This is an optimization exercise on Yosys and OpenROAD, whose aim is small area, a short achievable clock period and few clock cycles per item, not a production implementation. No functional check of the RTL was part of any run shown here.

==> flow/design.v <==
module pipelined_floating_point_multiplier #(
  parameter int unsigned EXPONENT_WIDTH   = 8,
  parameter int unsigned MANTISSA_WIDTH   = 23,
  parameter int unsigned ROUND_TO_NEAREST = 1
) (
  input  logic        clk,
  input  logic        rst,
  input  logic        in_valid,
  output logic        in_ready,
  input  logic [31:0] a,
  input  logic [31:0] b,
  output logic        out_valid,
  input  logic        out_ready,
  output logic [31:0] out,
  output logic        underflow_flag,
  output logic        overflow_flag,
  output logic        invalid_operation_flag
);
  logic en;
  logic r2_v;
  fpm_rdy u_rdy_port (.v(r2_v), .ordy(out_ready), .rdy(in_ready));
  fpm_rdy u_rdy_en   (.v(r2_v), .ordy(out_ready), .rdy(en));
  logic        a_s, b_s;
  logic [7:0]  a_e, b_e;
  logic [22:0] a_m, b_m;
  assign {a_s, a_e, a_m} = a;
  assign {b_s, b_e, b_m} = b;
  logic a_e1, b_e1, a_ez, b_ez;
  assign a_e1 = &a_e;
  assign b_e1 = &b_e;
  assign a_ez = ~|a_e;
  assign b_ez = ~|b_e;
  logic [25:0] yy;
  logic [11:0] c_bone, c_btwo, c_bneg;
  assign yy = {1'b1, b_m, 1'b0};
  always_comb begin
    for (int k = 0; k < 12; k++) begin
      c_bone[k] = yy[2*k+1] ^ yy[2*k];
      c_btwo[k] = (yy[2*k+2] & ~yy[2*k+1] & ~yy[2*k]) | (~yy[2*k+2] & yy[2*k+1] & yy[2*k]);
      c_bneg[k] = yy[2*k+2];
    end
  end
  logic        r0_v;
  logic        r0_s;
  logic        r0_a_e1, r0_a_ez, r0_b_e1, r0_b_ez;
  logic [8:0]  r0_es;
  logic [22:0] r0_ma;
  logic [11:0] r0_bone, r0_btwo, r0_bneg;
  always_ff @(posedge clk or posedge rst) begin
    if (rst)     r0_v <= 1'b0;
    else if (en) r0_v <= in_valid;
  end
  always_ff @(posedge clk) begin
    if (en) begin
      r0_s    <= a_s ^ b_s;
      r0_a_e1 <= a_e1;
      r0_a_ez <= a_ez;
      r0_b_e1 <= b_e1;
      r0_b_ez <= b_ez;
      r0_es   <= {1'b0, a_e} + {1'b0, b_e};
      r0_ma   <= a_m;
      r0_bone <= c_bone;
      r0_btwo <= c_btwo;
      r0_bneg <= c_bneg;
    end
  end
  logic [47:15] ps, pc;
  logic         pcin;
  fpm_sigmul u_mul (.x(r0_ma), .bone(r0_bone), .btwo(r0_btwo), .bneg(r0_bneg),
                    .s(ps), .c(pc), .cin(pcin));
  logic [22:0] ym;
  always_comb begin
    for (int k = 0; k < 12; k++) begin
      if (2*k+1 <= 22) ym[2*k+1] = r0_bneg[k];
      ym[2*k] = r0_bone[k] ^ ((k == 0) ? 1'b0 : r0_bneg[(k == 0) ? 0 : k-1]);
    end
  end
  logic [23:0] za, zb;
  logic        z22, z23;
  always_comb begin
    for (int i = 0; i < 24; i++) begin
      za[i] = ~|({1'b0, r0_ma} & ((24'd1 << i) - 24'd1));
      zb[i] = ~|({1'b0, ym} & ((24'd1 << i) - 24'd1));
    end
    z22 = 1'b0;
    z23 = 1'b0;
    for (int i = 0; i <= 22; i++) z22 = z22 | (za[i] & zb[22-i]);
    for (int i = 0; i <= 23; i++) z23 = z23 | (za[i] & zb[23-i]);
  end
  logic a_nan, b_nan, a_inf, b_inf;
  logic c_nan, c_inf, c_zero, c_inv;
  logic a_mz, b_mz;
  always_comb begin
    a_mz   = ~|r0_ma;
    b_mz   = ~|ym;
    a_nan  = r0_a_e1 && !a_mz;
    b_nan  = r0_b_e1 && !b_mz;
    a_inf  = r0_a_e1 && a_mz;
    b_inf  = r0_b_e1 && b_mz;
    c_nan  = 1'b0;
    c_inf  = 1'b0;
    c_zero = 1'b0;
    c_inv  = 1'b0;
    if (a_nan || b_nan) begin
      c_nan = 1'b1;
      c_inv = (a_nan && !r0_ma[22]) || (b_nan && !ym[22]);
    end else if ((a_inf && r0_b_ez) || (r0_a_ez && b_inf)) begin
      c_nan = 1'b1;
      c_inv = 1'b1;
    end else if (a_inf || b_inf) begin
      c_inf = 1'b1;
    end else if (r0_a_ez || r0_b_ez) begin
      c_zero = 1'b1;
    end
  end
  logic        r1_s, r1_nan, r1_inf, r1_zero, r1_inv;
  logic [8:0]  r1_es;
  logic [47:15] r1_ps, r1_pc;
  logic         r1_cin;
  logic        r1_st0, r1_st1;
  logic        r1_v;
  always_ff @(posedge clk or posedge rst) begin
    if (rst)     r1_v <= 1'b0;
    else if (en) r1_v <= r0_v;
  end
  always_ff @(posedge clk) begin
    if (en) begin
      r1_s    <= r0_s;
      r1_nan  <= c_nan;
      r1_inf  <= c_inf;
      r1_zero <= c_zero;
      r1_inv  <= c_inv;
      r1_es   <= r0_es;
      r1_ps   <= ps;
      r1_pc   <= pc;
      r1_cin  <= pcin;
      r1_st0  <= !z22;              
      r1_st1  <= !z23;              
    end
  end
  logic [47:15] r1_p;
  assign r1_p = r1_ps + r1_pc + 33'(r1_cin);
  logic        hi;
  logic        rnd_h, rnd_l, d1, ci1, q23, cy_h, cy_l;
  logic [23:0] ones;
  logic [46:24] q;
  logic [22:0] man_r;
  logic        cy;
  logic        uf, of;
  logic [7:0]  e_p1, e_p2, e_out;
  logic [7:0]  e_0;
  logic        uf0, uf1, of0, of1, m0, m1;
  always_comb begin
    e_0 = r1_es[7:0] + 8'd129;       
    uf0 = r1_es < 9'd128;            
    uf1 = r1_es < 9'd127;            
    of0 = r1_es >= 9'd382;           
    of1 = r1_es >= 9'd381;           
    m0  = r1_es == 9'd381;           
    m1  = r1_es == 9'd380;           
  end
  always_comb begin
    hi    = r1_p[47];
    rnd_h = r1_p[23] && (r1_st1 || r1_p[24]);
    rnd_l = r1_p[22] && (r1_st0 || r1_p[23]);
    for (int k = 0; k < 24; k++) ones[k] = &(r1_p[46:24] | ~(23'h7FFFFF >> (23 - k)));
    d1    = !hi && rnd_l;                         
    ci1   = (hi && rnd_h) || (d1 && r1_p[23]);    
    q23   = r1_p[23] ^ d1;
    for (int i = 0; i < 23; i++) q[24+i] = r1_p[24+i] ^ (ci1 && ones[i]);
    man_r = hi ? q[46:24] : {q[45:24], q23};
    cy_h  = rnd_h && ones[23];                    
    cy_l  = rnd_l && r1_p[23] && ones[22];        
    cy    = hi ? cy_h : cy_l;
    uf    = hi ? uf1 : uf0;
    of    = hi ? (of1 || (m1 && cy_h)) : (of0 || (m0 && cy_l));
    e_p1  = r1_es[7:0] + 8'd130;
    e_p2  = r1_es[7:0] + 8'd131;
    e_out = (hi && cy) ? e_p2 : (hi || cy) ? e_p1 : e_0;
  end
  logic [31:0] o_d;
  logic        uf_d, of_d, inv_d;
  always_comb begin
    o_d   = {r1_s, e_out, man_r};
    uf_d  = 1'b0;
    of_d  = 1'b0;
    inv_d = 1'b0;
    if (r1_nan) begin
      o_d   = 32'hFFC00000;
      inv_d = r1_inv;
    end else if (r1_inf) begin
      o_d = {r1_s, 8'hFF, 23'd0};
    end else if (r1_zero) begin
      o_d = {r1_s, 31'd0};
    end else if (uf) begin
      o_d  = {r1_s, 31'd0};
      uf_d = 1'b1;
    end else if (of) begin
      o_d  = {r1_s, 8'hFF, 23'd0};
      of_d = 1'b1;
    end
  end
  logic [31:0] r2_o;
  logic        r2_uf, r2_of, r2_inv;
  always_ff @(posedge clk or posedge rst) begin
    if (rst)     r2_v <= 1'b0;
    else if (en) r2_v <= r1_v;
  end
  always_ff @(posedge clk) begin
    if (en) begin
      r2_o   <= o_d;
      r2_uf  <= uf_d;
      r2_of  <= of_d;
      r2_inv <= inv_d;
    end
  end
  assign out                    = r2_o;
  assign underflow_flag         = r2_uf;
  assign overflow_flag          = r2_of;
  assign invalid_operation_flag = r2_inv;
  assign out_valid = r2_v;
endmodule
module fpm_rdy (
  input  logic v,
  input  logic ordy,
  output logic rdy
);
  assign rdy = !(v && !ordy);
endmodule
module fpm_sigmul (
  input  logic [22:0] x,
  input  logic [11:0] bone, btwo, bneg,
  output logic [47:15] s, c,
  output logic cin
);
  logic [23:0] xx;
  assign xx = {1'b1, x};
  logic [24:0] pp0;
  logic [24:0] pp1;
  logic [24:0] pp2;
  logic [24:0] pp3;
  logic [24:0] pp4;
  logic [24:0] pp5;
  logic [24:0] pp6;
  logic [24:0] pp7;
  logic [24:0] pp8;
  logic [24:0] pp9;
  logic [24:0] pp10;
  logic [24:0] pp11;
  always_comb begin
    pp0 = ({1'b0, xx} & {25{bone[0]}} | {xx, 1'b0} & {25{btwo[0]}}) ^ {25{bneg[0]}};
    pp1 = ({1'b0, xx} & {25{bone[1]}} | {xx, 1'b0} & {25{btwo[1]}}) ^ {25{bneg[1]}};
    pp2 = ({1'b0, xx} & {25{bone[2]}} | {xx, 1'b0} & {25{btwo[2]}}) ^ {25{bneg[2]}};
    pp3 = ({1'b0, xx} & {25{bone[3]}} | {xx, 1'b0} & {25{btwo[3]}}) ^ {25{bneg[3]}};
    pp4 = ({1'b0, xx} & {25{bone[4]}} | {xx, 1'b0} & {25{btwo[4]}}) ^ {25{bneg[4]}};
    pp5 = ({1'b0, xx} & {25{bone[5]}} | {xx, 1'b0} & {25{btwo[5]}}) ^ {25{bneg[5]}};
    pp6 = ({1'b0, xx} & {25{bone[6]}} | {xx, 1'b0} & {25{btwo[6]}}) ^ {25{bneg[6]}};
    pp7 = ({1'b0, xx} & {25{bone[7]}} | {xx, 1'b0} & {25{btwo[7]}}) ^ {25{bneg[7]}};
    pp8 = ({1'b0, xx} & {25{bone[8]}} | {xx, 1'b0} & {25{btwo[8]}}) ^ {25{bneg[8]}};
    pp9 = ({1'b0, xx} & {25{bone[9]}} | {xx, 1'b0} & {25{btwo[9]}}) ^ {25{bneg[9]}};
    pp10 = ({1'b0, xx} & {25{bone[10]}} | {xx, 1'b0} & {25{btwo[10]}}) ^ {25{bneg[10]}};
    pp11 = ({1'b0, xx} & {25{bone[11]}} | {xx, 1'b0} & {25{btwo[11]}}) ^ {25{bneg[11]}};
  end
  wire s1, c2;
  fpm_ha u_s1 (.a(bneg[8]), .b(pp0[16]), .s(s1), .c(c2));
  wire s3, c4;
  fpm_ha u_s3 (.a(pp0[17]), .b(pp1[15]), .s(s3), .c(c4));
  wire s5, c6;
  fpm_fa u_s5 (.a(bneg[9]), .b(pp0[18]), .ci(pp1[16]), .s(s5), .co(c6));
  wire s7, c8;
  fpm_ha u_s7 (.a(pp2[14]), .b(pp3[12]), .s(s7), .c(c8));
  wire s9, c10;
  fpm_fa u_s9 (.a(pp0[19]), .b(pp1[17]), .ci(pp2[15]), .s(s9), .co(c10));
  wire s11, c12;
  fpm_ha u_s11 (.a(pp3[13]), .b(pp4[11]), .s(s11), .c(c12));
  wire s13, c14;
  fpm_fa u_s13 (.a(bneg[10]), .b(pp0[20]), .ci(pp1[18]), .s(s13), .co(c14));
  wire s15, c16;
  fpm_fa u_s15 (.a(pp2[16]), .b(pp3[14]), .ci(pp4[12]), .s(s15), .co(c16));
  wire s17, c18;
  fpm_ha u_s17 (.a(pp5[10]), .b(pp6[8]), .s(s17), .c(c18));
  wire s19, c20;
  fpm_fa u_s19 (.a(pp0[21]), .b(pp1[19]), .ci(pp2[17]), .s(s19), .co(c20));
  wire s21, c22;
  fpm_fa u_s21 (.a(pp3[15]), .b(pp4[13]), .ci(pp5[11]), .s(s21), .co(c22));
  wire s23, c24;
  fpm_ha u_s23 (.a(pp6[9]), .b(pp7[7]), .s(s23), .c(c24));
  wire s25, c26;
  fpm_fa u_s25 (.a(bneg[11]), .b(pp0[22]), .ci(pp1[20]), .s(s25), .co(c26));
  wire s27, c28;
  fpm_fa u_s27 (.a(pp2[18]), .b(pp3[16]), .ci(pp4[14]), .s(s27), .co(c28));
  wire s29, c30;
  fpm_fa u_s29 (.a(pp5[12]), .b(pp6[10]), .ci(pp7[8]), .s(s29), .co(c30));
  wire s31, c32;
  fpm_ha u_s31 (.a(pp8[6]), .b(pp9[4]), .s(s31), .c(c32));
  wire s33, c34;
  fpm_fa u_s33 (.a(pp0[23]), .b(pp1[21]), .ci(pp2[19]), .s(s33), .co(c34));
  wire s35, c36;
  fpm_fa u_s35 (.a(pp3[17]), .b(pp4[15]), .ci(pp5[13]), .s(s35), .co(c36));
  wire s37, c38;
  fpm_fa u_s37 (.a(pp6[11]), .b(pp7[9]), .ci(pp8[7]), .s(s37), .co(c38));
  wire s39, c40;
  fpm_ha u_s39 (.a(pp9[5]), .b(pp10[3]), .s(s39), .c(c40));
  wire s41, c42;
  fpm_fa u_s41 (.a(x[0]), .b(pp0[24]), .ci(pp1[22]), .s(s41), .co(c42));
  wire s43, c44;
  fpm_fa u_s43 (.a(pp2[20]), .b(pp3[18]), .ci(pp4[16]), .s(s43), .co(c44));
  wire s45, c46;
  fpm_fa u_s45 (.a(pp5[14]), .b(pp6[12]), .ci(pp7[10]), .s(s45), .co(c46));
  wire s47, c48;
  fpm_fa u_s47 (.a(pp8[8]), .b(pp9[6]), .ci(pp10[4]), .s(s47), .co(c48));
  wire s49, c50;
  fpm_fa u_s49 (.a(x[1]), .b(bneg[0]), .ci(pp1[23]), .s(s49), .co(c50));
  wire s51, c52;
  fpm_fa u_s51 (.a(pp2[21]), .b(pp3[19]), .ci(pp4[17]), .s(s51), .co(c52));
  wire s53, c54;
  fpm_fa u_s53 (.a(pp5[15]), .b(pp6[13]), .ci(pp7[11]), .s(s53), .co(c54));
  wire s55, c56;
  fpm_fa u_s55 (.a(pp8[9]), .b(pp9[7]), .ci(pp10[5]), .s(s55), .co(c56));
  wire s57, c58;
  fpm_fa u_s57 (.a(x[2]), .b(bneg[0]), .ci(pp1[24]), .s(s57), .co(c58));
  wire s59, c60;
  fpm_fa u_s59 (.a(pp2[22]), .b(pp3[20]), .ci(pp4[18]), .s(s59), .co(c60));
  wire s61, c62;
  fpm_fa u_s61 (.a(pp5[16]), .b(pp6[14]), .ci(pp7[12]), .s(s61), .co(c62));
  wire s63, c64;
  fpm_fa u_s63 (.a(pp8[10]), .b(pp9[8]), .ci(pp10[6]), .s(s63), .co(c64));
  wire s65, c66;
  fpm_fa u_s65 (.a(x[3]), .b(~bneg[1]), .ci(~bneg[0]), .s(s65), .co(c66));
  wire s67, c68;
  fpm_fa u_s67 (.a(pp2[23]), .b(pp3[21]), .ci(pp4[19]), .s(s67), .co(c68));
  wire s69, c70;
  fpm_fa u_s69 (.a(pp5[17]), .b(pp6[15]), .ci(pp7[13]), .s(s69), .co(c70));
  wire s71, c72;
  fpm_fa u_s71 (.a(pp8[11]), .b(pp9[9]), .ci(pp10[7]), .s(s71), .co(c72));
  wire s73, c74;
  fpm_fa u_s73 (.a(x[4]), .b(1'b1), .ci(pp2[24]), .s(s73), .co(c74));
  wire s75, c76;
  fpm_fa u_s75 (.a(pp3[22]), .b(pp4[20]), .ci(pp5[18]), .s(s75), .co(c76));
  wire s77, c78;
  fpm_fa u_s77 (.a(pp6[16]), .b(pp7[14]), .ci(pp8[12]), .s(s77), .co(c78));
  wire s79, c80;
  fpm_ha u_s79 (.a(pp9[10]), .b(pp10[8]), .s(s79), .c(c80));
  wire s81, c82;
  fpm_fa u_s81 (.a(x[5]), .b(~bneg[2]), .ci(pp3[23]), .s(s81), .co(c82));
  wire s83, c84;
  fpm_fa u_s83 (.a(pp4[21]), .b(pp5[19]), .ci(pp6[17]), .s(s83), .co(c84));
  wire s85, c86;
  fpm_fa u_s85 (.a(pp7[15]), .b(pp8[13]), .ci(pp9[11]), .s(s85), .co(c86));
  wire s87, c88;
  fpm_fa u_s87 (.a(x[6]), .b(1'b1), .ci(pp3[24]), .s(s87), .co(c88));
  wire s89, c90;
  fpm_fa u_s89 (.a(pp4[22]), .b(pp5[20]), .ci(pp6[18]), .s(s89), .co(c90));
  wire s91, c92;
  fpm_ha u_s91 (.a(pp7[16]), .b(pp8[14]), .s(s91), .c(c92));
  wire s93, c94;
  fpm_fa u_s93 (.a(x[7]), .b(~bneg[3]), .ci(pp4[23]), .s(s93), .co(c94));
  wire s95, c96;
  fpm_fa u_s95 (.a(pp5[21]), .b(pp6[19]), .ci(pp7[17]), .s(s95), .co(c96));
  wire s97, c98;
  fpm_fa u_s97 (.a(x[8]), .b(1'b1), .ci(pp4[24]), .s(s97), .co(c98));
  wire s99, c100;
  fpm_ha u_s99 (.a(pp5[22]), .b(pp6[20]), .s(s99), .c(c100));
  wire s101, c102;
  fpm_fa u_s101 (.a(x[9]), .b(~bneg[4]), .ci(pp5[23]), .s(s101), .co(c102));
  wire s103, c104;
  fpm_ha u_s103 (.a(x[10]), .b(1'b1), .s(s103), .c(c104));
  wire s105, c106;
  fpm_ha u_s105 (.a(bneg[5]), .b(pp0[10]), .s(s105), .c(c106));
  wire s107, c108;
  fpm_ha u_s107 (.a(pp0[11]), .b(pp1[9]), .s(s107), .c(c108));
  wire s109, c110;
  fpm_fa u_s109 (.a(bneg[6]), .b(pp0[12]), .ci(pp1[10]), .s(s109), .co(c110));
  wire s111, c112;
  fpm_ha u_s111 (.a(pp2[8]), .b(pp3[6]), .s(s111), .c(c112));
  wire s113, c114;
  fpm_fa u_s113 (.a(pp0[13]), .b(pp1[11]), .ci(pp2[9]), .s(s113), .co(c114));
  wire s115, c116;
  fpm_ha u_s115 (.a(pp3[7]), .b(pp4[5]), .s(s115), .c(c116));
  wire s117, c118;
  fpm_fa u_s117 (.a(bneg[7]), .b(pp0[14]), .ci(pp1[12]), .s(s117), .co(c118));
  wire s119, c120;
  fpm_fa u_s119 (.a(pp2[10]), .b(pp3[8]), .ci(pp4[6]), .s(s119), .co(c120));
  wire s121, c122;
  fpm_ha u_s121 (.a(pp5[4]), .b(pp6[2]), .s(s121), .c(c122));
  wire s123, c124;
  fpm_fa u_s123 (.a(pp0[15]), .b(pp1[13]), .ci(pp2[11]), .s(s123), .co(c124));
  wire s125, c126;
  fpm_fa u_s125 (.a(pp3[9]), .b(pp4[7]), .ci(pp5[5]), .s(s125), .co(c126));
  wire s127, c128;
  fpm_ha u_s127 (.a(pp6[3]), .b(pp7[1]), .s(s127), .c(c128));
  wire s129, c130;
  fpm_fa u_s129 (.a(pp1[14]), .b(pp2[12]), .ci(pp3[10]), .s(s129), .co(c130));
  wire s131, c132;
  fpm_fa u_s131 (.a(pp4[8]), .b(pp5[6]), .ci(pp6[4]), .s(s131), .co(c132));
  wire s133, c134;
  fpm_fa u_s133 (.a(pp7[2]), .b(pp8[0]), .ci(s1), .s(s133), .co(c134));
  wire s135, c136;
  fpm_fa u_s135 (.a(pp2[13]), .b(pp3[11]), .ci(pp4[9]), .s(s135), .co(c136));
  wire s137, c138;
  fpm_fa u_s137 (.a(pp5[7]), .b(pp6[5]), .ci(pp7[3]), .s(s137), .co(c138));
  wire s139, c140;
  fpm_fa u_s139 (.a(pp8[1]), .b(c2), .ci(s3), .s(s139), .co(c140));
  wire s141, c142;
  fpm_fa u_s141 (.a(pp4[10]), .b(pp5[8]), .ci(pp6[6]), .s(s141), .co(c142));
  wire s143, c144;
  fpm_fa u_s143 (.a(pp7[4]), .b(pp8[2]), .ci(pp9[0]), .s(s143), .co(c144));
  wire s145, c146;
  fpm_fa u_s145 (.a(c4), .b(s7), .ci(s5), .s(s145), .co(c146));
  wire s147, c148;
  fpm_fa u_s147 (.a(pp5[9]), .b(pp6[7]), .ci(pp7[5]), .s(s147), .co(c148));
  wire s149, c150;
  fpm_fa u_s149 (.a(pp8[3]), .b(pp9[1]), .ci(c8), .s(s149), .co(c150));
  wire s151, c152;
  fpm_fa u_s151 (.a(s11), .b(c6), .ci(s9), .s(s151), .co(c152));
  wire s153, c154;
  fpm_fa u_s153 (.a(pp7[6]), .b(pp8[4]), .ci(pp9[2]), .s(s153), .co(c154));
  wire s155, c156;
  fpm_fa u_s155 (.a(pp10[0]), .b(c12), .ci(s17), .s(s155), .co(c156));
  wire s157, c158;
  fpm_fa u_s157 (.a(c10), .b(s13), .ci(s15), .s(s157), .co(c158));
  wire s159, c160;
  fpm_fa u_s159 (.a(pp8[5]), .b(pp9[3]), .ci(pp10[1]), .s(s159), .co(c160));
  wire s161, c162;
  fpm_fa u_s161 (.a(c18), .b(s23), .ci(c14), .s(s161), .co(c162));
  wire s163, c164;
  fpm_fa u_s163 (.a(c16), .b(s19), .ci(s21), .s(s163), .co(c164));
  wire s165, c166;
  fpm_fa u_s165 (.a(pp10[2]), .b(pp11[0]), .ci(c24), .s(s165), .co(c166));
  wire s167, c168;
  fpm_fa u_s167 (.a(s31), .b(c20), .ci(c22), .s(s167), .co(c168));
  wire s169, c170;
  fpm_fa u_s169 (.a(s25), .b(s27), .ci(s29), .s(s169), .co(c170));
  wire s171, c172;
  fpm_fa u_s171 (.a(pp11[1]), .b(c32), .ci(s39), .s(s171), .co(c172));
  wire s173, c174;
  fpm_fa u_s173 (.a(c26), .b(c28), .ci(c30), .s(s173), .co(c174));
  wire s175, c176;
  fpm_fa u_s175 (.a(s33), .b(s35), .ci(s37), .s(s175), .co(c176));
  wire s177, c178;
  fpm_fa u_s177 (.a(pp11[2]), .b(c40), .ci(c34), .s(s177), .co(c178));
  wire s179, c180;
  fpm_fa u_s179 (.a(c36), .b(c38), .ci(s41), .s(s179), .co(c180));
  wire s181, c182;
  fpm_fa u_s181 (.a(s43), .b(s45), .ci(s47), .s(s181), .co(c182));
  wire s183, c184;
  fpm_fa u_s183 (.a(pp11[3]), .b(s49), .ci(c42), .s(s183), .co(c184));
  wire s185, c186;
  fpm_fa u_s185 (.a(c44), .b(c46), .ci(c48), .s(s185), .co(c186));
  wire s187, c188;
  fpm_fa u_s187 (.a(s51), .b(s53), .ci(s55), .s(s187), .co(c188));
  wire s189, c190;
  fpm_fa u_s189 (.a(pp11[4]), .b(s57), .ci(c50), .s(s189), .co(c190));
  wire s191, c192;
  fpm_fa u_s191 (.a(c52), .b(c54), .ci(c56), .s(s191), .co(c192));
  wire s193, c194;
  fpm_fa u_s193 (.a(s59), .b(s61), .ci(s63), .s(s193), .co(c194));
  wire s195, c196;
  fpm_fa u_s195 (.a(pp11[5]), .b(s65), .ci(c58), .s(s195), .co(c196));
  wire s197, c198;
  fpm_fa u_s197 (.a(c60), .b(c62), .ci(c64), .s(s197), .co(c198));
  wire s199, c200;
  fpm_fa u_s199 (.a(s67), .b(s69), .ci(s71), .s(s199), .co(c200));
  wire s201, c202;
  fpm_fa u_s201 (.a(pp11[6]), .b(c66), .ci(s79), .s(s201), .co(c202));
  wire s203, c204;
  fpm_fa u_s203 (.a(s73), .b(c68), .ci(c70), .s(s203), .co(c204));
  wire s205, c206;
  fpm_fa u_s205 (.a(c72), .b(s75), .ci(s77), .s(s205), .co(c206));
  wire s207, c208;
  fpm_fa u_s207 (.a(pp10[9]), .b(pp11[7]), .ci(c80), .s(s207), .co(c208));
  wire s209, c210;
  fpm_fa u_s209 (.a(s81), .b(c74), .ci(c76), .s(s209), .co(c210));
  wire s211, c212;
  fpm_fa u_s211 (.a(c78), .b(s83), .ci(s85), .s(s211), .co(c212));
  wire s213, c214;
  fpm_fa u_s213 (.a(pp9[12]), .b(pp10[10]), .ci(pp11[8]), .s(s213), .co(c214));
  wire s215, c216;
  fpm_fa u_s215 (.a(s91), .b(s87), .ci(c82), .s(s215), .co(c216));
  wire s217, c218;
  fpm_fa u_s217 (.a(c84), .b(c86), .ci(s89), .s(s217), .co(c218));
  wire s219, c220;
  fpm_fa u_s219 (.a(pp8[15]), .b(pp9[13]), .ci(pp10[11]), .s(s219), .co(c220));
  wire s221, c222;
  fpm_fa u_s221 (.a(pp11[9]), .b(c92), .ci(s93), .s(s221), .co(c222));
  wire s223, c224;
  fpm_fa u_s223 (.a(c88), .b(c90), .ci(s95), .s(s223), .co(c224));
  wire s225, c226;
  fpm_fa u_s225 (.a(pp7[18]), .b(pp8[16]), .ci(pp9[14]), .s(s225), .co(c226));
  wire s227, c228;
  fpm_fa u_s227 (.a(pp10[12]), .b(pp11[10]), .ci(s99), .s(s227), .co(c228));
  wire s229, c230;
  fpm_fa u_s229 (.a(s97), .b(c94), .ci(c96), .s(s229), .co(c230));
  wire s231, c232;
  fpm_fa u_s231 (.a(pp6[21]), .b(pp7[19]), .ci(pp8[17]), .s(s231), .co(c232));
  wire s233, c234;
  fpm_fa u_s233 (.a(pp9[15]), .b(pp10[13]), .ci(pp11[11]), .s(s233), .co(c234));
  wire s235, c236;
  fpm_fa u_s235 (.a(c100), .b(s101), .ci(c98), .s(s235), .co(c236));
  wire s237, c238;
  fpm_fa u_s237 (.a(s103), .b(pp5[24]), .ci(pp6[22]), .s(s237), .co(c238));
  wire s239, c240;
  fpm_fa u_s239 (.a(pp7[20]), .b(pp8[18]), .ci(pp9[16]), .s(s239), .co(c240));
  wire s241, c242;
  fpm_fa u_s241 (.a(pp10[14]), .b(pp11[12]), .ci(c102), .s(s241), .co(c242));
  wire s243, c244;
  fpm_fa u_s243 (.a(x[11]), .b(c104), .ci(~bneg[5]), .s(s243), .co(c244));
  wire s245, c246;
  fpm_fa u_s245 (.a(pp6[23]), .b(pp7[21]), .ci(pp8[19]), .s(s245), .co(c246));
  wire s247, c248;
  fpm_fa u_s247 (.a(pp9[17]), .b(pp10[15]), .ci(pp11[13]), .s(s247), .co(c248));
  wire s249, c250;
  fpm_fa u_s249 (.a(x[12]), .b(1'b1), .ci(pp6[24]), .s(s249), .co(c250));
  wire s251, c252;
  fpm_fa u_s251 (.a(pp7[22]), .b(pp8[20]), .ci(pp9[18]), .s(s251), .co(c252));
  wire s253, c254;
  fpm_ha u_s253 (.a(pp10[16]), .b(pp11[14]), .s(s253), .c(c254));
  wire s255, c256;
  fpm_fa u_s255 (.a(x[13]), .b(~bneg[6]), .ci(pp7[23]), .s(s255), .co(c256));
  wire s257, c258;
  fpm_fa u_s257 (.a(pp8[21]), .b(pp9[19]), .ci(pp10[17]), .s(s257), .co(c258));
  wire s259, c260;
  fpm_fa u_s259 (.a(x[14]), .b(1'b1), .ci(pp7[24]), .s(s259), .co(c260));
  wire s261, c262;
  fpm_ha u_s261 (.a(pp8[22]), .b(pp9[20]), .s(s261), .c(c262));
  wire s263, c264;
  fpm_fa u_s263 (.a(x[15]), .b(~bneg[7]), .ci(pp8[23]), .s(s263), .co(c264));
  wire s265, c266;
  fpm_ha u_s265 (.a(x[16]), .b(1'b1), .s(s265), .c(c266));
  wire s267, c268;
  fpm_ha u_s267 (.a(bneg[3]), .b(pp0[6]), .s(s267), .c(c268));
  wire s269, c270;
  fpm_ha u_s269 (.a(pp0[7]), .b(pp1[5]), .s(s269), .c(c270));
  wire s271, c272;
  fpm_fa u_s271 (.a(bneg[4]), .b(pp0[8]), .ci(pp1[6]), .s(s271), .co(c272));
  wire s273, c274;
  fpm_ha u_s273 (.a(pp2[4]), .b(pp3[2]), .s(s273), .c(c274));
  wire s275, c276;
  fpm_fa u_s275 (.a(pp0[9]), .b(pp1[7]), .ci(pp2[5]), .s(s275), .co(c276));
  wire s277, c278;
  fpm_ha u_s277 (.a(pp3[3]), .b(pp4[1]), .s(s277), .c(c278));
  wire s279, c280;
  fpm_fa u_s279 (.a(pp1[8]), .b(pp2[6]), .ci(pp3[4]), .s(s279), .co(c280));
  wire s281, c282;
  fpm_fa u_s281 (.a(pp4[2]), .b(pp5[0]), .ci(s105), .s(s281), .co(c282));
  wire s283, c284;
  fpm_fa u_s283 (.a(pp2[7]), .b(pp3[5]), .ci(pp4[3]), .s(s283), .co(c284));
  wire s285, c286;
  fpm_fa u_s285 (.a(pp5[1]), .b(c106), .ci(s107), .s(s285), .co(c286));
  wire s287, c288;
  fpm_fa u_s287 (.a(pp4[4]), .b(pp5[2]), .ci(pp6[0]), .s(s287), .co(c288));
  wire s289, c290;
  fpm_fa u_s289 (.a(c108), .b(s111), .ci(s109), .s(s289), .co(c290));
  wire s291, c292;
  fpm_fa u_s291 (.a(pp5[3]), .b(pp6[1]), .ci(c112), .s(s291), .co(c292));
  wire s293, c294;
  fpm_fa u_s293 (.a(s115), .b(c110), .ci(s113), .s(s293), .co(c294));
  wire s295, c296;
  fpm_fa u_s295 (.a(pp7[0]), .b(c116), .ci(s121), .s(s295), .co(c296));
  wire s297, c298;
  fpm_fa u_s297 (.a(c114), .b(s117), .ci(s119), .s(s297), .co(c298));
  wire s299, c300;
  fpm_fa u_s299 (.a(c122), .b(s127), .ci(c118), .s(s299), .co(c300));
  wire s301, c302;
  fpm_fa u_s301 (.a(c120), .b(s123), .ci(s125), .s(s301), .co(c302));
  wire s303, c304;
  fpm_fa u_s303 (.a(c128), .b(c124), .ci(c126), .s(s303), .co(c304));
  wire s305, c306;
  fpm_fa u_s305 (.a(s129), .b(s131), .ci(s133), .s(s305), .co(c306));
  wire s307, c308;
  fpm_fa u_s307 (.a(c130), .b(c132), .ci(s135), .s(s307), .co(c308));
  wire s309, c310;
  fpm_fa u_s309 (.a(s137), .b(c134), .ci(s139), .s(s309), .co(c310));
  wire s311, c312;
  fpm_fa u_s311 (.a(c136), .b(c138), .ci(s141), .s(s311), .co(c312));
  wire s313, c314;
  fpm_fa u_s313 (.a(s143), .b(c140), .ci(s145), .s(s313), .co(c314));
  wire s315, c316;
  fpm_fa u_s315 (.a(c142), .b(c144), .ci(s147), .s(s315), .co(c316));
  wire s317, c318;
  fpm_fa u_s317 (.a(s149), .b(c146), .ci(s151), .s(s317), .co(c318));
  wire s319, c320;
  fpm_fa u_s319 (.a(c148), .b(s153), .ci(c150), .s(s319), .co(c320));
  wire s321, c322;
  fpm_fa u_s321 (.a(s155), .b(c152), .ci(s157), .s(s321), .co(c322));
  wire s323, c324;
  fpm_fa u_s323 (.a(c154), .b(s159), .ci(c156), .s(s323), .co(c324));
  wire s325, c326;
  fpm_fa u_s325 (.a(s161), .b(c158), .ci(s163), .s(s325), .co(c326));
  wire s327, c328;
  fpm_fa u_s327 (.a(c160), .b(s165), .ci(c162), .s(s327), .co(c328));
  wire s329, c330;
  fpm_fa u_s329 (.a(c164), .b(s167), .ci(s169), .s(s329), .co(c330));
  wire s331, c332;
  fpm_fa u_s331 (.a(c166), .b(s171), .ci(c168), .s(s331), .co(c332));
  wire s333, c334;
  fpm_fa u_s333 (.a(c170), .b(s173), .ci(s175), .s(s333), .co(c334));
  wire s335, c336;
  fpm_fa u_s335 (.a(c172), .b(s177), .ci(c174), .s(s335), .co(c336));
  wire s337, c338;
  fpm_fa u_s337 (.a(c176), .b(s179), .ci(s181), .s(s337), .co(c338));
  wire s339, c340;
  fpm_fa u_s339 (.a(c178), .b(s183), .ci(c180), .s(s339), .co(c340));
  wire s341, c342;
  fpm_fa u_s341 (.a(c182), .b(s185), .ci(s187), .s(s341), .co(c342));
  wire s343, c344;
  fpm_fa u_s343 (.a(c184), .b(c186), .ci(s189), .s(s343), .co(c344));
  wire s345, c346;
  fpm_fa u_s345 (.a(c188), .b(s191), .ci(s193), .s(s345), .co(c346));
  wire s347, c348;
  fpm_fa u_s347 (.a(s195), .b(c190), .ci(c192), .s(s347), .co(c348));
  wire s349, c350;
  fpm_fa u_s349 (.a(c194), .b(s197), .ci(s199), .s(s349), .co(c350));
  wire s351, c352;
  fpm_fa u_s351 (.a(s201), .b(c196), .ci(c198), .s(s351), .co(c352));
  wire s353, c354;
  fpm_fa u_s353 (.a(c200), .b(s203), .ci(s205), .s(s353), .co(c354));
  wire s355, c356;
  fpm_fa u_s355 (.a(s207), .b(c202), .ci(c204), .s(s355), .co(c356));
  wire s357, c358;
  fpm_fa u_s357 (.a(c206), .b(s209), .ci(s211), .s(s357), .co(c358));
  wire s359, c360;
  fpm_fa u_s359 (.a(s213), .b(c208), .ci(c210), .s(s359), .co(c360));
  wire s361, c362;
  fpm_fa u_s361 (.a(s215), .b(c212), .ci(s217), .s(s361), .co(c362));
  wire s363, c364;
  fpm_fa u_s363 (.a(c214), .b(s219), .ci(s221), .s(s363), .co(c364));
  wire s365, c366;
  fpm_fa u_s365 (.a(c216), .b(c218), .ci(s223), .s(s365), .co(c366));
  wire s367, c368;
  fpm_fa u_s367 (.a(c220), .b(s225), .ci(s227), .s(s367), .co(c368));
  wire s369, c370;
  fpm_fa u_s369 (.a(c222), .b(c224), .ci(s229), .s(s369), .co(c370));
  wire s371, c372;
  fpm_fa u_s371 (.a(c226), .b(s231), .ci(s233), .s(s371), .co(c372));
  wire s373, c374;
  fpm_fa u_s373 (.a(c228), .b(c230), .ci(s235), .s(s373), .co(c374));
  wire s375, c376;
  fpm_fa u_s375 (.a(c232), .b(c234), .ci(s237), .s(s375), .co(c376));
  wire s377, c378;
  fpm_fa u_s377 (.a(s239), .b(s241), .ci(c236), .s(s377), .co(c378));
  wire s379, c380;
  fpm_fa u_s379 (.a(s243), .b(c238), .ci(c240), .s(s379), .co(c380));
  wire s381, c382;
  fpm_fa u_s381 (.a(s245), .b(s247), .ci(c242), .s(s381), .co(c382));
  wire s383, c384;
  fpm_fa u_s383 (.a(c244), .b(s253), .ci(s249), .s(s383), .co(c384));
  wire s385, c386;
  fpm_fa u_s385 (.a(c246), .b(c248), .ci(s251), .s(s385), .co(c386));
  wire s387, c388;
  fpm_fa u_s387 (.a(pp11[15]), .b(c254), .ci(s255), .s(s387), .co(c388));
  wire s389, c390;
  fpm_fa u_s389 (.a(c250), .b(c252), .ci(s257), .s(s389), .co(c390));
  wire s391, c392;
  fpm_fa u_s391 (.a(pp10[18]), .b(pp11[16]), .ci(s261), .s(s391), .co(c392));
  wire s393, c394;
  fpm_fa u_s393 (.a(s259), .b(c256), .ci(c258), .s(s393), .co(c394));
  wire s395, c396;
  fpm_fa u_s395 (.a(pp9[21]), .b(pp10[19]), .ci(pp11[17]), .s(s395), .co(c396));
  wire s397, c398;
  fpm_fa u_s397 (.a(c262), .b(s263), .ci(c260), .s(s397), .co(c398));
  wire s399, c400;
  fpm_fa u_s399 (.a(s265), .b(pp8[24]), .ci(pp9[22]), .s(s399), .co(c400));
  wire s401, c402;
  fpm_fa u_s401 (.a(pp10[20]), .b(pp11[18]), .ci(c264), .s(s401), .co(c402));
  wire s403, c404;
  fpm_fa u_s403 (.a(x[17]), .b(c266), .ci(~bneg[8]), .s(s403), .co(c404));
  wire s405, c406;
  fpm_fa u_s405 (.a(pp9[23]), .b(pp10[21]), .ci(pp11[19]), .s(s405), .co(c406));
  wire s407, c408;
  fpm_fa u_s407 (.a(x[18]), .b(1'b1), .ci(pp9[24]), .s(s407), .co(c408));
  wire s409, c410;
  fpm_ha u_s409 (.a(pp10[22]), .b(pp11[20]), .s(s409), .c(c410));
  wire s411, c412;
  fpm_fa u_s411 (.a(x[19]), .b(~bneg[9]), .ci(pp10[23]), .s(s411), .co(c412));
  wire s413, c414;
  fpm_ha u_s413 (.a(x[20]), .b(1'b1), .s(s413), .c(c414));
  wire s415, c416;
  fpm_ha u_s415 (.a(bneg[2]), .b(pp0[4]), .s(s415), .c(c416));
  wire s417, c418;
  fpm_ha u_s417 (.a(pp0[5]), .b(pp1[3]), .s(s417), .c(c418));
  wire s419, c420;
  fpm_fa u_s419 (.a(pp1[4]), .b(pp2[2]), .ci(pp3[0]), .s(s419), .co(c420));
  wire s421, c422;
  fpm_fa u_s421 (.a(pp2[3]), .b(pp3[1]), .ci(c268), .s(s421), .co(c422));
  wire s423, c424;
  fpm_fa u_s423 (.a(pp4[0]), .b(c270), .ci(s273), .s(s423), .co(c424));
  wire s425, c426;
  fpm_fa u_s425 (.a(c274), .b(s277), .ci(c272), .s(s425), .co(c426));
  wire s427, c428;
  fpm_fa u_s427 (.a(c278), .b(c276), .ci(s279), .s(s427), .co(c428));
  wire s429, c430;
  fpm_fa u_s429 (.a(c280), .b(s283), .ci(c282), .s(s429), .co(c430));
  wire s431, c432;
  fpm_fa u_s431 (.a(c284), .b(s287), .ci(c286), .s(s431), .co(c432));
  wire s433, c434;
  fpm_fa u_s433 (.a(c288), .b(s291), .ci(c290), .s(s433), .co(c434));
  wire s435, c436;
  fpm_fa u_s435 (.a(c292), .b(s295), .ci(c294), .s(s435), .co(c436));
  wire s437, c438;
  fpm_fa u_s437 (.a(c296), .b(s299), .ci(c298), .s(s437), .co(c438));
  wire s439, c440;
  fpm_fa u_s439 (.a(c300), .b(c302), .ci(s303), .s(s439), .co(c440));
  wire s441, c442;
  fpm_fa u_s441 (.a(c304), .b(s307), .ci(c306), .s(s441), .co(c442));
  wire s443, c444;
  fpm_fa u_s443 (.a(c308), .b(s311), .ci(c310), .s(s443), .co(c444));
  wire s445, c446;
  fpm_fa u_s445 (.a(c312), .b(s315), .ci(c314), .s(s445), .co(c446));
  wire s447, c448;
  fpm_fa u_s447 (.a(c316), .b(s319), .ci(c318), .s(s447), .co(c448));
  wire s449, c450;
  fpm_fa u_s449 (.a(s323), .b(c320), .ci(c322), .s(s449), .co(c450));
  wire s451, c452;
  fpm_fa u_s451 (.a(c324), .b(s327), .ci(c326), .s(s451), .co(c452));
  wire s453, c454;
  fpm_fa u_s453 (.a(c328), .b(s331), .ci(c330), .s(s453), .co(c454));
  wire s455, c456;
  fpm_fa u_s455 (.a(c332), .b(s335), .ci(c334), .s(s455), .co(c456));
  wire s457, c458;
  fpm_fa u_s457 (.a(c336), .b(s339), .ci(c338), .s(s457), .co(c458));
  wire s459, c460;
  fpm_fa u_s459 (.a(c340), .b(s343), .ci(c342), .s(s459), .co(c460));
  wire s461, c462;
  fpm_fa u_s461 (.a(c344), .b(s347), .ci(c346), .s(s461), .co(c462));
  wire s463, c464;
  fpm_fa u_s463 (.a(c348), .b(s351), .ci(c350), .s(s463), .co(c464));
  wire s465, c466;
  fpm_fa u_s465 (.a(s355), .b(c352), .ci(c354), .s(s465), .co(c466));
  wire s467, c468;
  fpm_fa u_s467 (.a(s359), .b(c356), .ci(c358), .s(s467), .co(c468));
  wire s469, c470;
  fpm_fa u_s469 (.a(s363), .b(c360), .ci(c362), .s(s469), .co(c470));
  wire s471, c472;
  fpm_fa u_s471 (.a(s367), .b(c364), .ci(c366), .s(s471), .co(c472));
  wire s473, c474;
  fpm_fa u_s473 (.a(s371), .b(c368), .ci(c370), .s(s473), .co(c474));
  wire s475, c476;
  fpm_fa u_s475 (.a(c372), .b(s375), .ci(c374), .s(s475), .co(c476));
  wire s477, c478;
  fpm_fa u_s477 (.a(c376), .b(s379), .ci(s381), .s(s477), .co(c478));
  wire s479, c480;
  fpm_fa u_s479 (.a(s383), .b(c380), .ci(s385), .s(s479), .co(c480));
  wire s481, c482;
  fpm_fa u_s481 (.a(s387), .b(c384), .ci(c386), .s(s481), .co(c482));
  wire s483, c484;
  fpm_fa u_s483 (.a(s391), .b(c388), .ci(c390), .s(s483), .co(c484));
  wire s485, c486;
  fpm_fa u_s485 (.a(s395), .b(c392), .ci(c394), .s(s485), .co(c486));
  wire s487, c488;
  fpm_fa u_s487 (.a(c396), .b(s399), .ci(s401), .s(s487), .co(c488));
  wire s489, c490;
  fpm_fa u_s489 (.a(s403), .b(c400), .ci(s405), .s(s489), .co(c490));
  wire s491, c492;
  fpm_fa u_s491 (.a(c404), .b(s409), .ci(s407), .s(s491), .co(c492));
  wire s493, c494;
  fpm_fa u_s493 (.a(pp11[21]), .b(c410), .ci(s411), .s(s493), .co(c494));
  wire s495, c496;
  fpm_fa u_s495 (.a(s413), .b(pp10[24]), .ci(pp11[22]), .s(s495), .co(c496));
  wire s497, c498;
  fpm_fa u_s497 (.a(x[21]), .b(c414), .ci(~bneg[10]), .s(s497), .co(c498));
  wire s499, c500;
  fpm_ha u_s499 (.a(x[22]), .b(1'b1), .s(s499), .c(c500));
  wire s501, c502;
  fpm_ha u_s501 (.a(bneg[1]), .b(pp0[2]), .s(s501), .c(c502));
  wire s503, c504;
  fpm_ha u_s503 (.a(pp0[3]), .b(pp1[1]), .s(s503), .c(c504));
  wire s505, c506;
  fpm_fa u_s505 (.a(pp1[2]), .b(pp2[0]), .ci(s415), .s(s505), .co(c506));
  wire s507, c508;
  fpm_fa u_s507 (.a(pp2[1]), .b(c416), .ci(s417), .s(s507), .co(c508));
  wire s509, c510;
  fpm_fa u_s509 (.a(c418), .b(s267), .ci(s419), .s(s509), .co(c510));
  wire s511, c512;
  fpm_fa u_s511 (.a(s269), .b(c420), .ci(s421), .s(s511), .co(c512));
  wire s513, c514;
  fpm_fa u_s513 (.a(s271), .b(c422), .ci(s423), .s(s513), .co(c514));
  wire s515, c516;
  fpm_fa u_s515 (.a(s275), .b(c424), .ci(s425), .s(s515), .co(c516));
  wire s517, c518;
  fpm_fa u_s517 (.a(s281), .b(c426), .ci(s427), .s(s517), .co(c518));
  wire s519, c520;
  fpm_fa u_s519 (.a(s285), .b(c428), .ci(s429), .s(s519), .co(c520));
  wire s521, c522;
  fpm_fa u_s521 (.a(s289), .b(s431), .ci(c430), .s(s521), .co(c522));
  wire s523, c524;
  fpm_fa u_s523 (.a(s293), .b(c432), .ci(s433), .s(s523), .co(c524));
  wire s525, c526;
  fpm_fa u_s525 (.a(s297), .b(s435), .ci(c434), .s(s525), .co(c526));
  wire s527, c528;
  fpm_fa u_s527 (.a(s301), .b(s437), .ci(c436), .s(s527), .co(c528));
  wire s529, c530;
  fpm_fa u_s529 (.a(s305), .b(c438), .ci(s439), .s(s529), .co(c530));
  wire s531, c532;
  fpm_fa u_s531 (.a(s309), .b(c440), .ci(s441), .s(s531), .co(c532));
  wire s533, c534;
  fpm_fa u_s533 (.a(s313), .b(c442), .ci(s443), .s(s533), .co(c534));
  wire s535, c536;
  fpm_fa u_s535 (.a(s317), .b(c444), .ci(s445), .s(s535), .co(c536));
  wire s537, c538;
  fpm_fa u_s537 (.a(s321), .b(c446), .ci(s447), .s(s537), .co(c538));
  wire s539, c540;
  fpm_fa u_s539 (.a(s325), .b(c448), .ci(s449), .s(s539), .co(c540));
  wire s541, c542;
  fpm_fa u_s541 (.a(s329), .b(s451), .ci(c450), .s(s541), .co(c542));
  wire s543, c544;
  fpm_fa u_s543 (.a(s333), .b(s453), .ci(c452), .s(s543), .co(c544));
  wire s545, c546;
  fpm_fa u_s545 (.a(s337), .b(s455), .ci(c454), .s(s545), .co(c546));
  wire s547, c548;
  fpm_fa u_s547 (.a(s341), .b(c456), .ci(s457), .s(s547), .co(c548));
  wire s549, c550;
  fpm_fa u_s549 (.a(s345), .b(c458), .ci(s459), .s(s549), .co(c550));
  wire s551, c552;
  fpm_fa u_s551 (.a(s349), .b(c460), .ci(s461), .s(s551), .co(c552));
  wire s553, c554;
  fpm_fa u_s553 (.a(s353), .b(c462), .ci(s463), .s(s553), .co(c554));
  wire s555, c556;
  fpm_fa u_s555 (.a(s357), .b(s465), .ci(c464), .s(s555), .co(c556));
  wire s557, c558;
  fpm_fa u_s557 (.a(s361), .b(s467), .ci(c466), .s(s557), .co(c558));
  wire s559, c560;
  fpm_fa u_s559 (.a(s365), .b(s469), .ci(c468), .s(s559), .co(c560));
  wire s561, c562;
  fpm_fa u_s561 (.a(s369), .b(s471), .ci(c470), .s(s561), .co(c562));
  wire s563, c564;
  fpm_fa u_s563 (.a(s373), .b(s473), .ci(c472), .s(s563), .co(c564));
  wire s565, c566;
  fpm_fa u_s565 (.a(s377), .b(s475), .ci(c474), .s(s565), .co(c566));
  wire s567, c568;
  fpm_fa u_s567 (.a(c378), .b(s477), .ci(c476), .s(s567), .co(c568));
  wire s569, c570;
  fpm_fa u_s569 (.a(c382), .b(s479), .ci(c478), .s(s569), .co(c570));
  wire s571, c572;
  fpm_fa u_s571 (.a(s389), .b(s481), .ci(c480), .s(s571), .co(c572));
  wire s573, c574;
  fpm_fa u_s573 (.a(s393), .b(s483), .ci(c482), .s(s573), .co(c574));
  wire s575, c576;
  fpm_fa u_s575 (.a(s397), .b(s485), .ci(c484), .s(s575), .co(c576));
  wire s577, c578;
  fpm_fa u_s577 (.a(c398), .b(s487), .ci(c486), .s(s577), .co(c578));
  wire s579, c580;
  fpm_fa u_s579 (.a(c402), .b(s489), .ci(c488), .s(s579), .co(c580));
  wire s581, c582;
  fpm_fa u_s581 (.a(c406), .b(s491), .ci(c490), .s(s581), .co(c582));
  wire s583, c584;
  fpm_fa u_s583 (.a(c408), .b(s493), .ci(c492), .s(s583), .co(c584));
  wire s585, c586;
  fpm_fa u_s585 (.a(c412), .b(s495), .ci(c494), .s(s585), .co(c586));
  wire s587, c588;
  fpm_fa u_s587 (.a(pp11[23]), .b(s497), .ci(c496), .s(s587), .co(c588));
  wire s589, c590;
  fpm_fa u_s589 (.a(s499), .b(pp11[24]), .ci(c498), .s(s589), .co(c590));
  wire s591, c592;
  fpm_fa u_s591 (.a(1'b1), .b(c500), .ci(~bneg[11]), .s(s591), .co(c592));
  logic [47:0] r0, r1;
  logic [15:0] lsum;
  assign r0 = {c590, c588, c586, c584, c582, c580, c578, c576, c574, c572, c570, c568, c566, c564, c562, c560, c558, c556, c554, c552, c550, c548, c546, c544, c542, c540, c538, c536, c534, c532, c530, c528, c526, c524, c522, c520, c518, c516, c514, c512, c510, c508, c506, c504, c502, s501, pp0[1], bneg[0]};
  assign r1 = {s591, s589, s587, s585, s583, s581, s579, s577, s575, s573, s571, s569, s567, s565, s563, s561, s559, s557, s555, s553, s551, s549, s547, s545, s543, s541, s539, s537, s535, s533, s531, s529, s527, s525, s523, s521, s519, s517, s515, s513, s511, s509, s507, s505, s503, pp1[0], 1'b0, pp0[0]};
  assign lsum = {1'b0, r0[14:0]} + {1'b0, r1[14:0]};
  assign cin = lsum[15];
  assign s = r0[47:15];
  assign c = r1[47:15];
endmodule
module fpm_fa (
  input  logic a, b, ci,
  output logic s, co
);
  assign s  = a ^ b ^ ci;
  assign co = (a & b) | (a & ci) | (b & ci);
endmodule
module fpm_ha (
  input  logic a, b,
  output logic s, c
);
  assign s = a ^ b;
  assign c = a & b;
endmodule
==> flow/flow/run.sh <==
#!/bin/bash
# Standard layout, with the port buffers as buf_1 cells instead of the
# default choice. Each tool's output goes to a log file in this folder.
set -e

export BUFFER_PORTS_ARGS="-buffer_cell sky130_fd_sc_hd__buf_1"
bash standard.sh > standard.log 2>&1
==> flow/standard.sh <==
#!/bin/bash
# synth_recipe.tcl (not shown) runs the flow's synth.tcl, then flattens the netlist and writes it again
# the make line also repeats each setting of config.mk as NAME=value (left out here)
make -C /OpenROAD-flow-scripts/flow DESIGN_CONFIG=/design/flow/config.mk WORK_HOME=/design/flow/orfs CLKGATE_MAP_FILE= SYNTH_SCRIPT=/design/flow/synth_recipe.tcl "${@:-finish}"
==> flow/config.mk <==
export PLATFORM = sky130hd
export DESIGN_NAME = pipelined_floating_point_multiplier
export DESIGN_NICKNAME = pipelined_floating_point_multiplier
export VERILOG_FILES = /design/flow/design.v
export SDC_FILE = /design/flow/constraint.sdc
export NUM_CORES = 4
export LEC_CHECK = 0
export CAP_MARGIN = 20
export CORE_MARGIN = 2
export CORE_UTILIZATION = 40
export SETUP_SLACK_MARGIN = 4.95
export SLEW_MARGIN = 20
export SYNTH_HIERARCHICAL = 1
==> flow/constraint.sdc <==
create_clock -name core_clock -period 9.0 [get_ports {clk}]
set_input_delay 1.8000 -clock core_clock [delete_from_list [all_inputs] [get_ports {clk}]]
set_output_delay 1.8000 -clock core_clock [all_outputs]
set_load 0.01 [all_outputs]
==> notes.md, run 1 <==
Setup crit start kind=register; count leader, synth=xnor2_1; flop2flop setup slack=approximately 5.0 ns; share of flip-flops with an asynchronous set or reset=0.0155; routed wire length=~65000 um; Syn Std Cell Area=about 0.023 mm^2; Final Hold Violating Endpoints=0; share of cells above drive strength 1=0.133; RSZ-0062 raised after global routing=true; Yosys reg bits=~190; Nets=2504; dominant synthesized flop cell=edfxtp_1; Sink Count=193; total track usage=0.219; Syn. warnings=8; RD Place Congestion=0.905; outcome=finished clean; crit path launch=r1_pc[15]$_DFFE_PP_; vias per cell=5.95; reg2reg end=r2_o[6]$_SDFFCE_PP0P_; cell count after synthesis=2050; Post-synth EDFFs=190; Clock Skew=0.0163 ns; Die Span Y=242 um; first-pass GRT wire length=100000 um; Worst Setup End Kind=register; Yosys cell types=95; H-tree level count=4; vias in the first global route=17500; # port buffers=104; Hold Slack=between 0.4 and 0.5 ns; WP data required=9.32 ns; critical path type=register to register; initial core utilization=0.403; critical path peak fanout=6; biggest area consumer among synthesized cells=edfxtp_1; latest clock arrival within the worst-skew pair=~0.48 ns; detailed-router iteration count before antenna repair=7; vias post-DR=16900; WL/cell=approximately 23 um; Initial DRC Count=1505; ant diodes=0; Post-Syn Area per Cell=11.0 um^2; Worst R2R Start=r1_pc[15]$_DFFE_PP_; slew of the pin with the lowest slew margin=around 1.2 ns; Slew Viols, Final=0; pin count of the biggest net entering global routing=72; Routed Antenna Nets=0; worst path arrival time=roughly 4.3 ns; crit path to=r2_o[6]$_SDFFCE_PP0P_; buffer type at the clock tree root=clkbuf_16; standard-cell rows=87; Rel. slew slack=0.190; CTS Buf Count=17; core region area=0.0562 mm^2; placed cells=about 2800; final setup vio count=0; Hold Crit Class=register to register; largest cells by area after synthesis=edfxtp_1, fa_1, xnor2_1; dpl hpwl=42500 um; non-filler cells, final=2846; setup TNS=0 ns; sequential area share after synthesis=0.255; CTS tree=done; top cells by count, synth=xnor2_1, a22oi_1, fa_1; post-synth top area share=0.252; cell depth of the worst flop-to-flop path=15; Worst-path clk slew=approximately 0.080 ns; initial antenna violation count=0; Die ar.=0.0585 mm^2; max-cap violations=0; DRC=0; CTS max path bufs=2; final core occ=0.445; FMAX=0.251 GHz; global route total overflow=0; Post-CTS Hold Buffers=0; area grow syn2layout=10.5%; Die X=242 um; Top-Level Pins=105; shortest period the worst path allows=3.98 ns; Tcrit/Tclk final=0.442
what timing repair did:
item                                    CTS  global route
endpoints found under the setup margin   52            34
gates cloned                              1             5
resized for setup                        36           129
pin swaps                                13            34
setup buffers                            15            27
per-module statistics from Yosys, one instance, submodules excluded:
module | copies in the design | area (um^2) | cells | flops+latches
fpm_fa | 264 | 20.0 | 1 | 0
fpm_ha | 32 | 12.5 | 1 | 0
fpm_rdy | 2 | 6.26 | 1 | 0
fpm_sigmul | 1 | 6190 | 831 | 0
pipelined_floating_point_multiplier | 1 | 10700 | 921 | 193
through the flow:
stage,cell area [um^2],setup slack [ns]
after CTS,24100,4.89
after detailed placement,23200,4.36
after floorplan,22700,4.96
after global routing,25000,4.87
final,25000,5.02
after global placement,23200,4.53
worst max-delay path, stage by stage, from the launching register on:
cell	delay, ns
edfxtp_1	0.42
ha_4	0.30
a211oi_4	0.06
buf_4	0.15
o211ai_1	0.37
a32oi_2	0.13
or4_1	0.45
a21oi_1	0.40
nor3_1	0.15
nand4_1	0.12
buf_4	0.16
a2111oi_4	0.05
buf_4	0.18
or3_4	0.42
or3_1	0.38
o31ai_2	0.07
layer usage:
| metal | vias to the layer above | global-route usage | wire length [um] |
|---|---|---|---|
| li1 | 7417 | - | - |
| met1 | 8524 | 0.296 | 27800 |
| met3 | 153 | 0.0534 | 5550 |
| met2 | 842 | 0.335 | 29400 |
| met4 | 0 | 0.0920 | 2420 |
| met5 | - | 0.000817 | 0 |
worst min path at each step:
stage	slack, ns	cells after the start	end	startpoint
3_5_place_dp	0.40	0	r1_es[6]$_DFFE_PP_	r0_es[6]$_DFFE_PP_
5_1_grt	0.43	0	r1_es[6]$_DFFE_PP_	r0_es[6]$_DFFE_PP_
2_1_floorplan	0.40	0	r1_es[0]$_DFFE_PP_	r0_es[0]$_DFFE_PP_
4_1_cts	0.42	0	r1_es[6]$_DFFE_PP_	r0_es[6]$_DFFE_PP_
3_3_place_gp	0.40	0	r1_es[1]$_DFFE_PP_	r0_es[1]$_DFFE_PP_
6_report	0.42	0	r1_es[6]$_DFFE_PP_	r0_es[6]$_DFFE_PP_
layout make-up:
| class | count | area (um^2) |
|---|---|---|
| clock buffer | 18 | 429 |
| clock inverter | 13 | 145 |
| fill | 5268 | 31200 |
| timing repair buffer | 209 | 1410 |
| sequential | 193 | 5780 |
| multi-input combinational | 1613 | 16100 |
| tap | 756 | 946 |
| inverter | 44 | 165 |
cells in the final DEF (no fill, tap or decap), types with 43 or more instances in the layout:
| master | netlist | layout |
|---|---|---|
| xnor2_1 | 317 | 311 |
| fa_1 | 265 | 264 |
| a22oi_1 | 265 | 262 |
| edfxtp_1 | 190 | 190 |
| buf_1 | 0 | 104 |
| nand2_1 | 86 | 84 |
| nor2_1 | 71 | 70 |
| ha_1 | 93 | 69 |
| buf_4 | 80 | 68 |
| a21oi_1 | 76 | 62 |
| o21ai_0 | 48 | 44 |
| inv_1 | 43 | 43 |
cell families after synthesis:
group / Yosys count / synth area share
other: 2 / 0.000332
muxes: 12 / 0.00553
buffers and inverters: 257 / 0.0632
AOI/OAI and AO/OA: 539 / 0.174
DFF: 193 / 0.255
xor gates and xnor gates: 356 / 0.138
and+or+nand+nor: 333 / 0.0782
adders and majority gates: 358 / 0.286
state kept, by name (all words and copies together) (netlist names), 9 cells and up:
name,count
r0_bone,12
r0_es,9
r0_btwo,12
r0_bneg,11
r1_pc,33
r1_ps,33
r0_ma,23
r1_es,9
r2_o,32
==> inputs of run 2 (changes only) <==
--- a/flow/design.v
+++ b/flow/design.v
@@ -147,7 +147,8 @@
   logic [22:0] man_r;
   logic        cy;
   logic        uf, of;
-  logic [7:0]  e_p1, e_p2, e_out;
+  logic [7:0]  e_out;
+  logic        ei0, eci;
   logic [7:0]  e_0;
   logic        uf0, uf1, of0, of1, m0, m1;
   always_comb begin
@@ -174,9 +175,10 @@
     cy    = hi ? cy_h : cy_l;
     uf    = hi ? uf1 : uf0;
     of    = hi ? (of1 || (m1 && cy_h)) : (of0 || (m0 && cy_l));
-    e_p1  = r1_es[7:0] + 8'd130;
-    e_p2  = r1_es[7:0] + 8'd131;
-    e_out = (hi && cy) ? e_p2 : (hi || cy) ? e_p1 : e_0;
+    ei0   = hi ^ cy;
+    eci   = (hi && cy) || (ei0 && e_0[0]);
+    e_out[0] = e_0[0] ^ ei0;
+    for (int i = 1; i < 8; i++) e_out[i] = e_0[i] ^ (eci && &(e_0[7:1] | ~(7'h7F >> (8 - i))));
   end
   logic [31:0] o_d;
   logic        uf_d, of_d, inv_d;
==> notes.md, run 2 <==
Post-synth EDFFs=190 (unchanged); biggest area consumer among synthesized cells=edfxtp_1; flop2flop setup slack=4.66 ns (-0.37 ns); core region area=0.0562 mm^2 (unchanged); ant diodes=0 (unchanged); FMAX=0.230 GHz (-8.5%); critical path peak fanout=5 (-1); hold path depth=0 (unchanged); RD Place Congestion=0.881 (-2.6%); reg2reg end=r2_o[27]$_SDFFCE_PP1P_; vias per cell=5.99 (+0.69%); Tcrit/Tclk final=0.483 (+0.0408); CTS Buf Count=17 (unchanged); Routed Antenna Nets=0 (unchanged); WP data required=9.22 ns (-0.10 ns); fillers=5206 (-1.2%); Post-Syn Area per Cell=11.0 um^2 (-0.64%); Post-CTS Hold Buffers=0 (unchanged); shortest period the worst path allows=4.34 ns (+0.367 ns); standard-cell rows=87 (unchanged); max-cap violations=0 (unchanged); outcome=finished clean; count leader, synth=xnor2_1; total track usage=0.236 (+0.0170); Worst Setup End Kind=register; wire length on met1=29100 um (+4.9%); CTS tree=done; sequential area share after synthesis=0.256 (+0.000509); Final Hold Violating Endpoints=0 (unchanged); detailed-router iteration count before antenna repair=6 (-1); Yosys reg bits=193 (unchanged); Nets=2554 (+2.0%); final setup vio count=0 (unchanged); most frequent cells in the layout=xnor2_1, fa_1, a22oi_1; Initial DRC Count=1631 (+8.4%); cell depth of the worst flop-to-flop path=16 (+1); vias post-DR=17400 (+2.5%); area grow syn2layout=14.5%; vias in the first global route=18100 (+3.5%); Slew Viols, Final=0 (unchanged); dpl hpwl=42200 um (-0.54%); post-synth top area share=0.252 (+0.000502); initial core utilization=0.402 (-0.000802); buffer type at the clock tree root=clkbuf_16; largest cells by area after synthesis=edfxtp_1, fa_1, xnor2_1; latest clock arrival within the worst-skew pair=0.50 ns (+0.02 ns); top cells by count, synth=xnor2_1, a22oi_1, fa_1; Worst R2R Start=r1_pc[22]$_DFFE_PP_; routed wire length=69400 um (+6.5%); Clock Skew=0.0213 ns (+0.00502 ns); CTS max path bufs=2 (unchanged); setup TNS=0 ns (unchanged); global route total overflow=0 (unchanged); Worst-path clk slew=0.09 ns (about the same); RSZ-0062 raised after global routing=true; cell count after synthesis=2059 (+0.44%); Yosys cell types=86 (-9.5%); pin count of the biggest net entering global routing=136 (+89%); final instance area=0.0259 mm^2 (+3.4%); Die X=242 um (about the same); Syn. warnings=8 (unchanged); initial antenna violation count=0 (unchanged); share of flip-flops with an asynchronous set or reset=0.0155 (unchanged); largest registers=r1_pc x33, r1_ps x33, r2_o x32; post-place instance area=0.0233 mm^2 (+0.14%); Setup crit start kind=register; Top-Level Pins=105 (unchanged); share of cells above drive strength 1=0.161 (+0.0277); Met2 Wirelength=31300 um (+6.5%); DRC=0 (unchanged); dominant synthesized flop cell=edfxtp_1; Hold EP=r1_es[4]$_DFFE_PP_; Hold Crit Class=register to register; Hold Startpoint=r0_es[4]$_DFFE_PP_; WL/cell=23.9 um (+4.6%); top routing layer used=met4; met3 wire length=6270 um (+13%); H-tree level count=4 (unchanged); slew of the pin with the lowest slew margin=1.21 ns (-0.00579 ns); # port buffers=104 (unchanged); Hold Slack=0.421 ns (-0.000216 ns); Rel. slew slack=0.193 (+0.00386); worst path arrival time=4.57 ns (+0.27 ns); critical path type=register to register; Sink Count=193 (unchanged); commonest non-fill, non-tap cell in the layout=xnor2_1; Die Span Y=242 um (about the same); Syn Std Cell Area=0.0226 mm^2 (-0.20%); first-pass GRT wire length=106000 um (+6.3%); Die ar.=0.0584 mm^2 (-0.19%)
-- run 2: cell count changes after synthesis, moves of 5 or more --
cell / change
inv_1: -7
mux2i_1: -5
nor2b_1: +6
o21ai_1: -5
xnor2_1: +7
-- run 2: cell families after synthesis --
group | after synthesis | share of synthesized area
simple gates | 343 | 0.0797
xor+xnor | 359 | 0.139
buf+inv | 256 | 0.0629
compound gates | 540 | 0.171
fa+ha+maj | 358 | 0.287
flops | 193 | 0.256
mux | 8 | 0.00399
other cells | 2 | 0.000332
-- run 2: modules after synthesis, one instance, submodules excluded --
| module | times used | cell area, um^2 | cells | flip-flops and latches |
|---|---|---|---|---|
| pipelined_floating_point_multiplier | 1 | 10700 | 935 | 193 |
| fpm_sigmul | 1 | 6200 | 826 | 0 |
| fpm_fa | 264 | 20.0 | 1 | 0 |
| fpm_ha | 32 | 12.5 | 1 | 0 |
| fpm_rdy | 2 | 6.26 | 1 | 0 |
-- run 2: area by class of cell --
| cell class | count | area (um^2) | area share |
|---|---|---|---|
| multi-input cells | 1623 | 16400 | 0.633 |
| flip-flops and latches | 193 | 5780 | 0.223 |
| repair buffers | 255 | 1950 | 0.0755 |
| well taps | 756 | 946 | 0.0366 |
| clock buffers | 17 | 425 | 0.0164 |
| clock inverters | 15 | 240 | 0.00929 |
| inverters | 37 | 151 | 0.00585 |
| repair inverters | 1 | 8.76 | 0.000339 |
-- run 2: what timing repair did --
item / 4_1_cts / 5_1_grt
pin swaps: 44 / 28
gates cloned: 9 / 1
resized for setup: 139 / 77
setup endpoints to repair: 51 / 46
buffers inserted: 53 / 34
-- run 2: worst max path at each step --
stage / endpoint / cells after the start / slack, ns / from
2_1_floorplan: r2_o[27]$_SDFFCE_PP1P_ / 20 / 4.67 / r1_pc[30]$_DFFE_PP_
3_3_place_gp: r2_o[27]$_SDFFCE_PP1P_ / 17 / 3.94 / r1_ps[26]$_DFFE_PP_
3_5_place_dp: r2_o[27]$_SDFFCE_PP1P_ / 17 / 3.95 / r1_ps[26]$_DFFE_PP_
4_1_cts: r2_o[27]$_SDFFCE_PP1P_ / 16 / 4.61 / r1_pc[22]$_DFFE_PP_
5_1_grt: r2_o[27]$_SDFFCE_PP1P_ / 19 / 4.48 / r1_ps[22]$_DFFE_PP_
6_report: r2_o[27]$_SDFFCE_PP1P_ / 16 / 4.66 / r1_pc[22]$_DFFE_PP_
-- run 2: worst max-delay path, stage by stage, from the launching register on --
cell	delay, ns
edfxtp_1	0.42
ha_4	0.29
a211oi_2	0.18
o211ai_1	0.22
a211oi_4	0.45
o21bai_2	0.12
xnor2_2	0.16
or3_4	0.40
nor4_4	0.28
nand4_1	0.17
fa_2	0.38
or3b_4	0.45
o31ai_4	0.19
a2bb2oi_2	0.08
xnor2_1	0.13
nand2_1	0.07
nand3_1	0.07
-- run 2: layer usage --
layer	vias up	global-route usage
li1	7530	-
met1	8742	0.316
met2	897	0.365
met3	189	0.0579
met4	0	0.0969
met5	-	0
-- run 2: per-stage QoR --
stage                util  setup WS (ns)  instances
floorplan               -           4.67       2070
global placement    0.414           3.94       2766
detailed placement  0.414           3.95       2767
CTS                 0.449           4.61       2861
global route        0.461           4.48       2897
finish              0.461           4.66       2897

## re-timing with driven ports
The results above use ideal ports. As a check the final layouts listed here were re-extracted and re-timed, cells and wires unchanged. Step 1 (the two cells are an assumption about what drives the block):
set clk [get_ports {clk}]
set_driving_cell -lib_cell sky130_fd_sc_hd__clkbuf_16 $clk
set_driving_cell -lib_cell sky130_fd_sc_hd__buf_2 [delete_from_list [all_inputs] $clk]
Step 2 times the ports against the registers' clock, not the clock port: input delays grow and output delays shrink by t, the midpoint of the rising clock arrivals with the driver on. Three values: ideal, step 1, step 2; two values: the first two.
run | shift t [ns] | setup WS [ns] | hold slack, ns
run 1 | 0.537 | 5.022 / 5.022 / 5.022 | 0.421 / 0.421 / 0.421
run 2 | 0.548 | 4.655 / 4.655 / 4.655 | 0.421 / 0.421 / 0.421
After both steps every run listed still meets setup and hold.
